From an optimization exercise on the open Yosys and OpenROAD flow, aimed at small area, a short achievable clock period and few clock cycles per item; shortcuts taken in it are not production practice.
No functional check of the RTL was part of any run shown here.

==> flow/design.v, too long to show whole: its modules and the start of the top module <==
// module sdc_sqrt: 4332 lines
// module sdc_div: 5606 lines
// module sdc_recip: 549 lines
// module stick_deadzone_conditioner_top: 1006 lines
module stick_deadzone_conditioner_top (
  input  logic        clk_i,
  input  logic        rst_ni,
  input  logic        start_i,
  output logic        busy_o,
  input  logic [15:0] raw_x_i,
  input  logic [15:0] raw_y_i,
  output logic        done_o,
  output logic [15:0] out_x_o,
  output logic [15:0] out_y_o,
  input  logic        cfg_we_i,
  input  logic [1:0]  cfg_idx_i,
  input  logic [14:0] cfg_wdata_i
);
  // ...
==> flow/run.sh <==
#!/bin/bash
# synth_recipe.tcl (not shown) runs the flow's synth.tcl, then flattens the netlist and writes it again
# the make line also repeats each setting of config.mk as NAME=value (left out here)
make -C /OpenROAD-flow-scripts/flow DESIGN_CONFIG=/design/flow/config.mk WORK_HOME=/design/flow/orfs CLKGATE_MAP_FILE= SYNTH_SCRIPT=/design/flow/synth_recipe.tcl finish
==> flow/config.mk <==
export PLATFORM = sky130hd
export DESIGN_NAME = stick_deadzone_conditioner_top
export DESIGN_NICKNAME = stick_deadzone_conditioner_top
export VERILOG_FILES = /design/flow/design.v
export SDC_FILE = /design/flow/constraint.sdc
export NUM_CORES = 4
export LEC_CHECK = 0
export CAP_MARGIN = 20
export CORE_MARGIN = 2
export CORE_UTILIZATION = 45
export PLACE_DENSITY = 0.6
export SLEW_MARGIN = 20
==> flow/constraint.sdc <==
create_clock -name core_clock -period 10.0 [get_ports {clk_i}]
set_input_delay 2.0000 -clock core_clock [delete_from_list [all_inputs] [get_ports {clk_i}]]
set_output_delay 2.0000 -clock core_clock [all_outputs]
set_load 0.01 [all_outputs]
==> flow_summary_export.csv, run 1 <==
group,metric,value,unit
route,drt_iter0_drc,4929,
clocking,clock_latency,0.93,ns
synth,synth_ff_type,"dfxtp_1",
final_layout,multi_input_area_share,42.8,%
synth,synth-seq-cells,3207,
min_path,whs_endpoint,"u_front.f_dv_s18[12]$_DFF_P_",
route,dr_wl_met3,15.4,mm
clocking,clock_sinks,3207,
worst_setup_path,endpoint,"done_o",
floorplanning,pin_count,87,
final_layout,buffer_area_share,0.832,%
final_layout,seqAreaFraction,43.5,%
synth,synth.area.mux_share,3.55,%
min_path,hold_path_class,"register to register",
global_route,grt_pass1_wl,475,mm
synth,yosysTopAreaCell,"dfxtp_1",
route,wl_met1,126,mm
floorplanning,die-area,304000,sq um
synth,synth.top_cells.by_count,"dfxtp_1, ha_1, inv_1, xnor2_1, fa_1",
final_layout,fin_cells,15871,
clocking,cts_setup_buffers,0,
route,viasPerCell,5.13,
global_route,met2_usage,34.7,%
final_layout,final_area,151000,sq um
timing,tns,0,ns
global_route,antenna_found_initial,13,
worst_setup_path,rrSetupSlack,6.19,ns
worst_setup_path,cp_data_arrival_time,2.17,ns
worst_setup_path,cp-end-kind,"output pin",
route,first_pass_iters,6,
outcome,status,"finished clean",
clocking,clk_path_buf_depth,4,
worst_setup_path,cp_max_fo,1,
clocking,clkTransAtPathRegs,0.06,ns
==> run 2, diff against run 1 <==
--- a/flow/config.mk
+++ b/flow/config.mk
@@ -10,2 +10,4 @@
 export CORE_UTILIZATION = 45
+export CTS_CLUSTER_DIAMETER = 120
+export CTS_CLUSTER_SIZE = 30
 export PLACE_DENSITY = 0.6
==> run 2 against run 1 <==
Critical path depth unchanged. Synthesized cell count unchanged. Largest cell class unchanged. Register-to-register slack improved by 0.02 ns. Critical path type unchanged. Die area unchanged. Clock skew increased by 0.00052 ns. Still clean. Utilization decreased by 2.5 points. Final area decreased by 5.0%. Sequential share of layout area increased by 2.3 points.
==> flow_summary_export.csv, run 2 <==
group,metric,value,unit
placement,io_buffers,85,
clocking,cts_tree,"built",
clocking,cts-hold-fix-buffers,0,
worst_setup_path,reg2reg_to,"u_front.f_wc_s17$_DFF_P_",
timing,clock-skew-final,0.0961,ns
clocking,cts_setup_buffers,0,
worst_setup_path,cp.required,8.00,ns
clocking,clock_sinks,3207,
synth,post_synth.cell_area_avg,11.6,sq um
final_layout,drive_above_1_share,6.02,%
synth,synth.distinct_cells,95,
worst_setup_path,critPathLaunchType,"register",
synth,synth-seq-cells,3207,
synth,synth_edf_count,85,
global_route,met2_usage,34.5,%
final_layout,mostFrequentLayoutCell,"dfxtp_1",
final_layout,layout_common_cells,"dfxtp_1, ha_1, inv_1, xnor2_1, fa_1",
synth,synth_area,135000,sq um
min_path,hold_path_class,"register to register",
route,first_pass_iters,6,
synth,synth_adder_area_share,20.0,%
route,drt_wl_total,296,mm
floorplanning,die-area,304000,sq um
worst_setup_path,cp-end-kind,"output pin",
global_route,grt_pass1_wl,466,mm
final_layout,final_area,143000,sq um
route,drt_iter0_drc,4862,
worst_setup_path,crit_buf_inv,1,
worst_setup_path,critPathKind,"register to output pin",
floorplanning,coreArea,299000,sq um
synth,synth_ff_type,"dfxtp_1",
global_route,grt.total_usage,19.4,%
timing,min_period_over_period,42.1,%
outcome,status,"finished clean",
timing,worstMarginPinSlew,1.15,ns
floorplanning,start_util,45.1,%
global_route,grt_max_degree,77,
synth,yosys.area_share.simple,6.91,%
placement,placed_area,139000,sq um
timing,fin_ws,5.79,ns
floorplanning,die_y,552,um
floorplanning,fp.dieW,552,um
job,maxCapViolCount,0,
worst_setup_path,cp_data_arrival_time,2.21,ns
timing,fmax,0.238,GHz
worst_setup_path,cp-startpoint,"u_div.b_v_s15$_DFF_PN0_",
timing,setup_violations,0,
route,final_antenna_net_count,0,
final_layout,syn_to_final_growth,6.06,%
synth,yosys.cell_count.top_type,"dfxtp_1",
floorplanning,pin_count,87,
clocking,clkTransAtPathRegs,0.12,ns
synth,synth-xor-area-share,6.68,%
worst_setup_path,rr_startpoint,"u_front.f_wpc_s16[18]$_DFF_P_",
clocking,cts_root_buffer,"clkbuf_16",
worst_setup_path,endpoint,"done_o",
clocking,clk_path_buf_depth,4,
synth,netlist_instances,11630,
final_layout,top_register,"u_front.f_wpa_s16",
synth,yosysTopAreaCell,"dfxtp_1",
synth,synth_warnings,4,
timing,rsz0062_at_grt,"no",
timing,period_needed,4.21,ns
synth,synth_top_family_by_area,"adder cells",
worst_setup_path,cpMaxStageDelayCell,"dfrtp_1",
placement,dp_slack,6.12,ns
final_layout,top_regs,"u_front.f_wpa_s16 x44, u_front.f_wpb_s16 x43, u_front.f_wpc_s16 x39",
floorplanning,fp-row-count,201,
synth,synth_compound_area_share,10.6,%
global_route,busiest_layer,"met2",
clocking,cts_made_buffers,135,
global_route,grtUsageMet3,2.31,%
worst_setup_path,path_depth,1,
timing,tns,0,ns
global_route,overflow,0,
timing,drv_slew,0,
worst_setup_path,rrSetupSlack,6.21,ns
placement,gp_congestion,0.870,
global_route,antenna_found_initial,12,
final_layout,fin_cells,15440,
synth,synth.top_cells.by_count,"dfxtp_1, ha_1, inv_1, xnor2_1, fa_1",
global_route,grt_pass1_vias,82944,
worst_setup_path,slowest_delay,0.67,ns
synth,async_flop_share,2.37,%
synth,synth_area_leaders,"dfxtp_1, fa_1, ha_1",
global_route,grt_use_met1,24.3,%
timing,hold_viol,0,
clocking,clock_latency,0.89,ns
worst_setup_path,cp_max_fo,1,
placement,hpwl,221,mm
clocking,clock_tree.htree_level_count,4,
route,viasPerCell,5.16,
worst_setup_path,cp_cell_sequence,"clkdlybuf4s50_1",
route,wl_per_cell,19.1,um
final_layout,fin_nets,13212,
final_layout,largest_register_ffs,44,
worst_setup_path,rr_worst_depth,9,
clocking,cts_resized,0,
synth,yosysSeqAreaShare,48.5,%
route,via_count,79744,
placement,dp_cells,15258,
route,drc,0,
worst_setup_path,cp_top_family,"flip-flops",
synth,synth.area.mux_share,3.55,%
synth,synth_top_area_share,45.2,%
timing,slew_headroom,23.0,%
-- run 2: cell counts after synthesis --
Identical to the previous run, type by type.
-- run 2: cells by family after synthesis --
logic type               after synthesis
XOR/XNOR                            1030
AND/OR/NAND/NOR                     1968
other                                  1
buffers and inverters               1294
flip-flops                          3207
adder cells (fa/ha/maj)             1729
multiplexers                         389
AO/OA/AOI/OAI                       2012
-- run 2: stage by stage --
stage / util [%] / hold WS (ns)
6_report: 47.9 / 0.298
3_3_place_gp: 46.6 / 0.310
5_1_grt: 47.9 / 0.309
2_1_floorplan: - / 0.310
4_1_cts: 47.9 / 0.304
3_5_place_dp: 46.6 / 0.312
-- run 2: how the worst min path moves through the flow --
| stage | start | end | slack [ns] | cells past startpoint |
|---|---|---|---|---|
| 6_report | u_div.b_loy_s7[6]$_DFF_P_ | u_div.b_loy_s8[6]$_DFF_P_ | 0.30 | 0 |
| 5_1_grt | u_div.b_loy_s7[6]$_DFF_P_ | u_div.b_loy_s8[6]$_DFF_P_ | 0.31 | 0 |
| 4_1_cts | u_div.b_loy_s7[6]$_DFF_P_ | u_div.b_loy_s8[6]$_DFF_P_ | 0.30 | 0 |
| 3_5_place_dp | u_div.b_lox_s5[6]$_DFF_P_ | u_div.b_lox_s6[6]$_DFF_P_ | 0.31 | 0 |
| 3_3_place_gp | u_front.f_ax_s1[0]$_DFF_P_ | u_front.f_ax_s2[0]$_DFF_P_ | 0.31 | 0 |
| 2_1_floorplan | u_div.b_lox_s9[0]$_DFF_P_ | u_div.b_lox_s10[0]$_DFF_P_ | 0.31 | 0 |
-- run 2: layout make-up --
class	instances	area [sq um]
tap	3958	4950
multi-input combinational	7130	64500
timing repair buffer	138	1250
inverter	826	3100
clock inverter	28	450
clock buffer	146	3470
antenna	7	17.5
sequential	3207	65500
fill	26705	156000
-- run 2: metal layers --
layer  vias up  share of wire, %
met4         2               3.4
met1     38806                43
li1      38582                 -
met3       533               4.4
met2      1821                50
met5         -            0.0037
==> run 3, diff against run 2 <==
--- a/flow/config.mk
+++ b/flow/config.mk
@@ -10,3 +10,3 @@
 export CORE_UTILIZATION = 45
-export CTS_CLUSTER_DIAMETER = 120
+export CTS_CLUSTER_DIAMETER = 80
 export CTS_CLUSTER_SIZE = 30
==> run 3 against run 2 <==
Critical path depth unchanged. Register-to-register slack hardly changed. Flip-flop and latch count unchanged. Global-route usage about the same. Critical path type unchanged.
==> flow_summary_export.csv, run 3 <==
group,metric,value,unit
outcome,status,"finished clean",
floorplanning,pin_count,87,
worst_setup_path,cp_data_arrival_time,2.20,ns
timing,drv_slew,0,
synth,yosysTopAreaCell,"dfxtp_1",
route,drt_iter0_drc,5101,
min_path,hold_path_class,"register to register",
route,drc,0,
worst_setup_path,cp_max_fo,1,
synth,synth.distinct_cells,95,
clocking,clock_sinks,3207,
synth,async_flop_share,2.37,%
synth,synth-seq-cells,3207,
worst_setup_path,rr_startpoint,"u_front.f_wpc_s16[23]$_DFF_P_",
placement,placed_area,139000,sq um
worst_setup_path,reg2reg_to,"u_front.f_wc_s17$_DFF_P_",
synth,synth_edf_count,85,
clocking,cts_setup_buffers,0,
synth,yosys.cell_count.top_type,"dfxtp_1",
placement,gp_congestion,0.870,
clocking,clock_latency,0.90,ns
timing,fmax,0.238,GHz
clocking,cts_resized,0,
synth,synth_ff_type,"dfxtp_1",
clocking,cts_tree,"built",
synth,post_synth.cell_area_avg,11.6,sq um
placement,io_buffers,85,
worst_setup_path,rrSetupSlack,6.20,ns
clocking,clock_tree.htree_level_count,4,
synth,synth_warnings,4,
timing,clock-skew-final,0.0876,ns
route,drt_wl_total,296,mm
timing,worstMarginPinSlew,1.16,ns
final_layout,syn_to_final_growth,7.05,%
timing,hold_viol,0,
timing,tns,0,ns
placement,dp_cells,15258,
timing,min_period_over_period,42.0,%
timing,rsz0062_at_grt,"no",
timing,period_needed,4.20,ns
synth,synth_area,135000,sq um
timing,slew_headroom,22.8,%
global_route,grt_max_degree,77,
clocking,clk_path_buf_depth,4,
worst_setup_path,cp_top_family,"flip-flops",
route,first_pass_iters,6,
final_layout,final_util,48.3,%
floorplanning,coreArea,299000,sq um
synth,yosysSeqAreaShare,48.5,%
final_layout,layout_common_cells,"dfxtp_1, ha_1, inv_1, xnor2_1, fa_1",
final_layout,final_area,145000,sq um
worst_setup_path,rr_worst_depth,9,
floorplanning,die-area,304000,sq um
final_layout,top_register,"u_front.f_wpa_s16",
global_route,grt_pass1_wl,466,mm
synth,synth_top_area_share,45.2,%
synth,synth.top_cells.by_count,"dfxtp_1, ha_1, inv_1, xnor2_1, fa_1",
final_layout,drive_above_1_share,6.68,%
job,maxCapViolCount,0,
worst_setup_path,critPathLaunchType,"register",
route,final_antenna_net_count,0,
final_layout,fin_cells,15515,
worst_setup_path,critPathKind,"register to output pin",
worst_setup_path,crit_buf_inv,1,
final_layout,top_regs,"u_front.f_wpa_s16 x44, u_front.f_wpb_s16 x43, u_front.f_wpc_s16 x39",
synth,netlist_instances,11630,
worst_setup_path,cp.required,8.00,ns
global_route,antenna_found_initial,11,
synth,synth_area_leaders,"dfxtp_1, fa_1, ha_1",
final_layout,fin_nets,13234,
clocking,clkTransAtPathRegs,0.11,ns
worst_setup_path,endpoint,"done_o",
global_route,overflow,0,
floorplanning,fp.dieW,552,um
route,via_count,79970,
clocking,cts-hold-fix-buffers,0,
floorplanning,fp-row-count,201,
route,wl_per_cell,19.1,um
final_layout,mostFrequentLayoutCell,"dfxtp_1",
final_layout,largest_register_ffs,44,
global_route,grt_pass1_vias,83335,
worst_setup_path,cp_cell_sequence,"clkdlybuf4s50_1",
worst_setup_path,path_depth,1,
worst_setup_path,cpMaxStageDelayCell,"dfrtp_1",
worst_setup_path,cp-end-kind,"output pin",
placement,hpwl,221,mm
route,viasPerCell,5.15,
clocking,cts_root_buffer,"clkbuf_16",
clocking,cts_made_buffers,157,
worst_setup_path,cp-startpoint,"u_div.b_v_s15$_DFF_PN0_",
worst_setup_path,slowest_delay,0.66,ns
global_route,grt.total_usage,19.4,%
floorplanning,die_y,552,um
floorplanning,start_util,45.1,%
timing,setup_violations,0,
[run 3: cell counts after synthesis]
No cell type changed its count.
[run 3: worst min-delay path by stage]
| stage | from | cells past startpoint | end | slack [ns] |
|---|---|---|---|---|
| floorplan | u_div.b_lox_s9[0]$_DFF_P_ | 0 | u_div.b_lox_s10[0]$_DFF_P_ | 0.31 |
| global placement | u_front.f_ax_s1[0]$_DFF_P_ | 0 | u_front.f_ax_s2[0]$_DFF_P_ | 0.31 |
| detailed placement | u_div.b_lox_s5[6]$_DFF_P_ | 0 | u_div.b_lox_s6[6]$_DFF_P_ | 0.31 |
| CTS | u_front.f_rest_s1[12]$_DFF_P_ | 0 | u_front.f_rest_s2[12]$_DFF_P_ | 0.30 |
| global route | u_div.b_sy_s6$_DFF_P_ | 0 | u_div.b_sy_s7$_DFF_P_ | 0.31 |
| finish | u_front.f_rest_s1[12]$_DFF_P_ | 0 | u_front.f_rest_s2[12]$_DFF_P_ | 0.31 |
[run 3: metrics by stage]
stage	setup WS (ns)	hold slack, ns
2_1_floorplan	6.60	0.310
3_3_place_gp	6.11	0.310
3_5_place_dp	6.12	0.312
4_1_cts	5.68	0.304
5_1_grt	5.76	0.311
6_report	5.80	0.309
[run 3: kinds of logic after synthesis]
logic type	share of synthesized area, %
flops	48.5
compound gates	10.6
simple gates	6.91
fa+ha+maj	20.0
buf+inv	3.78
xor+xnor	6.68
mux	3.55
other cells	0.00278
[run 3: worst register-to-register path, cell delays in order, from the launching register on]
cell       delay (ns)
dfxtp_1          0.33
fa_1             0.52
ha_1             0.34
nand4_1          0.13
nor3_1           0.35
nand3_1          0.20
nor4_1           0.81
a2111oi_0        0.36
buf_4            0.25
o31ai_1          0.38
[run 3: cell type report]
cell class | instances | area (sq um)
Clock inverter | 88 | 1280
Sequential cell | 3207 | 65500
Tap cell | 3958 | 4950
Fill cell | 26608 | 155000
Inverter | 826 | 3100
Timing Repair Buffer | 138 | 1250
Antenna cell | 7 | 17.5
Multi-Input combinational cell | 7130 | 64500
Clock buffer | 161 | 3980
[run 3: routing by layer]
metal | wire length [um] | global-route usage (%) | vias up
met2 | 147000 | 34.5 | 1804
met3 | 13400 | 2.41 | 528
met5 | 16 | 0 | -
li1 | - | - | 38710
met4 | 10200 | 6.71 | 2
met1 | 126000 | 24.2 | 38926
==> run 4, diff against run 3 <==
--- a/flow/config.mk
+++ b/flow/config.mk
@@ -10,4 +10,4 @@
 export CORE_UTILIZATION = 45
-export CTS_CLUSTER_DIAMETER = 80
-export CTS_CLUSTER_SIZE = 30
+export CTS_CLUSTER_DIAMETER = 100
+export CTS_CLUSTER_SIZE = 24
 export PLACE_DENSITY = 0.6
==> run 4 against run 3 <==
Final cell count fell by 0.30%. Synthesized area did not move.
==> flow_summary_export.csv, run 4 <==
group,metric,value,unit
outcome,status,"finished clean",
timing,period_needed,4.15,ns
clocking,cts_tree,"built",
worst_setup_path,critPathLaunchType,"register",
final_layout,largest_register_ffs,44,
final_layout,mostFrequentLayoutCell,"dfxtp_1",
worst_setup_path,cp_cell_sequence,"clkdlybuf4s50_1",
global_route,overflow,0,
global_route,antenna_found_initial,10,
synth,synth.top_cells.by_count,"dfxtp_1, ha_1, inv_1, xnor2_1, fa_1",
global_route,grt_pass1_vias,83406,
synth,synth_area_leaders,"dfxtp_1, fa_1, ha_1",
route,final_antenna_net_count,0,
clocking,cts-hold-fix-buffers,0,
placement,hpwl,221,mm
clocking,clkTransAtPathRegs,0.09,ns
clocking,cts_root_buffer,"clkbuf_16",
timing,min_period_over_period,41.5,%
synth,synth.distinct_cells,95,
synth,synth_area,135000,sq um
timing,rsz0062_at_grt,"no",
final_layout,final_util,48.1,%
timing,drv_slew,0,
synth,async_flop_share,2.37,%
synth,yosys.cell_count.top_type,"dfxtp_1",
synth,yosysSeqAreaShare,48.5,%
synth,yosysTopAreaCell,"dfxtp_1",
global_route,grt_max_degree,77,
worst_setup_path,cp_max_fo,1,
floorplanning,coreArea,299000,sq um
placement,placed_area,139000,sq um
timing,worstMarginPinSlew,1.14,ns
worst_setup_path,crit_buf_inv,1,
worst_setup_path,cp-end-kind,"output pin",
final_layout,final_area,144000,sq um
timing,setup_violations,0,
timing,slew_headroom,23.8,%
final_layout,top_register,"u_front.f_wpa_s16",
timing,clock-skew-final,0.106,ns
worst_setup_path,cp_data_arrival_time,2.15,ns
timing,tns,0,ns
final_layout,top_regs,"u_front.f_wpa_s16 x44, u_front.f_wpb_s16 x43, u_front.f_wpc_s16 x39",
route,drt_wl_total,296,mm
worst_setup_path,rrSetupSlack,6.17,ns
synth,post_synth.cell_area_avg,11.6,sq um
synth,synth_edf_count,85,
route,via_count,79951,
global_route,grt.total_usage,19.5,%
timing,whs,0.266,ns
clocking,clock_latency,0.93,ns
worst_setup_path,cp.required,8.00,ns
floorplanning,die_y,552,um
synth,synth_top_area_share,45.2,%
placement,gp_congestion,0.870,
clocking,cts_resized,0,
clocking,clock_tree.htree_level_count,4,
floorplanning,fp.dieW,552,um
timing,hold_viol,0,
worst_setup_path,critPathKind,"register to output pin",
route,first_pass_iters,6,
route,drc,0,
min_path,hold_path_class,"register to register",
worst_setup_path,slowest_delay,0.63,ns
route,drt_iter0_drc,5093,
floorplanning,pin_count,87,
floorplanning,die-area,304000,sq um
job,maxCapViolCount,0,
final_layout,layout_common_cells,"dfxtp_1, ha_1, inv_1, xnor2_1, fa_1",
global_route,grt_pass1_wl,467,mm
route,viasPerCell,5.17,
final_layout,drive_above_1_share,6.24,%
placement,io_buffers,85,
route,wl_per_cell,19.2,um
synth,synth-seq-cells,3207,
final_layout,syn_to_final_growth,6.56,%
timing,fmax,0.241,GHz
synth,synth_ff_type,"dfxtp_1",
floorplanning,start_util,45.1,%
clocking,clk_path_buf_depth,4,
clocking,clock_sinks,3207,
clocking,cts_setup_buffers,0,
worst_setup_path,cp_top_family,"flip-flops",
worst_setup_path,cpMaxStageDelayCell,"dfrtp_1",
clocking,cts_made_buffers,161,
synth,netlist_instances,11630,
synth,synth_warnings,4,
final_layout,fin_nets,13238,
floorplanning,fp-row-count,201,
==> run 4: cells by family (layout without fill, tap and decap cells) <==
family	after synthesis	in the layout	share of synthesized area [%]
AO/OA/AOI/OAI	2012	2012	10.6
flip-flops	3207	3207	48.5
adder cells (fa/ha/maj)	1729	1729	20.0
multiplexers	389	389	3.55
buffers and inverters	1294	1170	3.78
XOR/XNOR	1030	1030	6.68
other	1	5	0.00278
AND/OR/NAND/NOR	1968	1968	6.91
==> run 4: metal layers <==
metal	wire length (um)	GRT usage [%]
met1	126000	24.4
met2	146000	34.4
met3	12900	2.28
met4	11400	7.19
met5	11	0
==> run 4: final timing paths <==
kind,from,end,cells after the start
max,u_div.b_v_s15$_DFF_PN0_,done_o,1
max reg2reg,u_front.f_wpc_s16[23]$_DFF_P_,u_front.f_wc_s17$_DFF_P_,9
min in group asynchronous,rst_ni,zone_q[4]$_DFFE_PN0P_,1
max in group asynchronous,rst_ni,u_front.f_v_s12$_DFF_PN0_,1
min,u_front.f_ay_s11[6]$_DFF_P_,u_front.f_ay_s12[6]$_DFF_P_,0
min reg2reg,u_front.f_ay_s11[6]$_DFF_P_,u_front.f_ay_s12[6]$_DFF_P_,0
==> run 4: stage by stage <==
stage	std cells	worst slack (ns)
after global routing	15466	5.75
after detailed placement	15258	6.12
final	15468	5.85
after global placement	15258	6.11
after CTS	15464	5.69
after floorplan	11631	6.60
==> run 4: layout make-up <==
type | instances | area, sq um
antenna | 3 | 7.51
clock buffer | 182 | 4240
clock inverter | 24 | 353
fill | 26639 | 155000
inverter | 826 | 3100
multi-input combinational | 7130 | 64500
sequential | 3207 | 65500
tap | 3958 | 4950
timing repair buffer | 138 | 1250

## afterwards: timing with drivers on the ports
Ports are ideal in the flow. The routed layouts listed here were re-timed in OpenROAD.
Step 1: set_driving_cell puts a clkbuf_16 on clk_i and a buf_2 on each other input, an assumption about the parent block.
Step 2 times the ports against the registers' clock, not the clock port: input delays grow and output delays shrink by t, the midpoint of the rising clock arrivals with the driver on.
Slacks: ideal / step 1 / step 2; pairs: ideal / step 1.
run | shift t [ns] | slack for setup (ns) | cell pins on the clock port's net
run 1 | 0.980 | 5.831 / 5.733 / 6.192 | 1
run 2 | 0.946 | 5.793 / 5.696 / 6.207 | 1
run 3 | 0.954 | 5.803 / 5.707 / 6.204 | 1
run 4 | 0.951 | 5.847 / 5.752 / 6.168 | 1
After both steps every run listed still meets setup and hold.
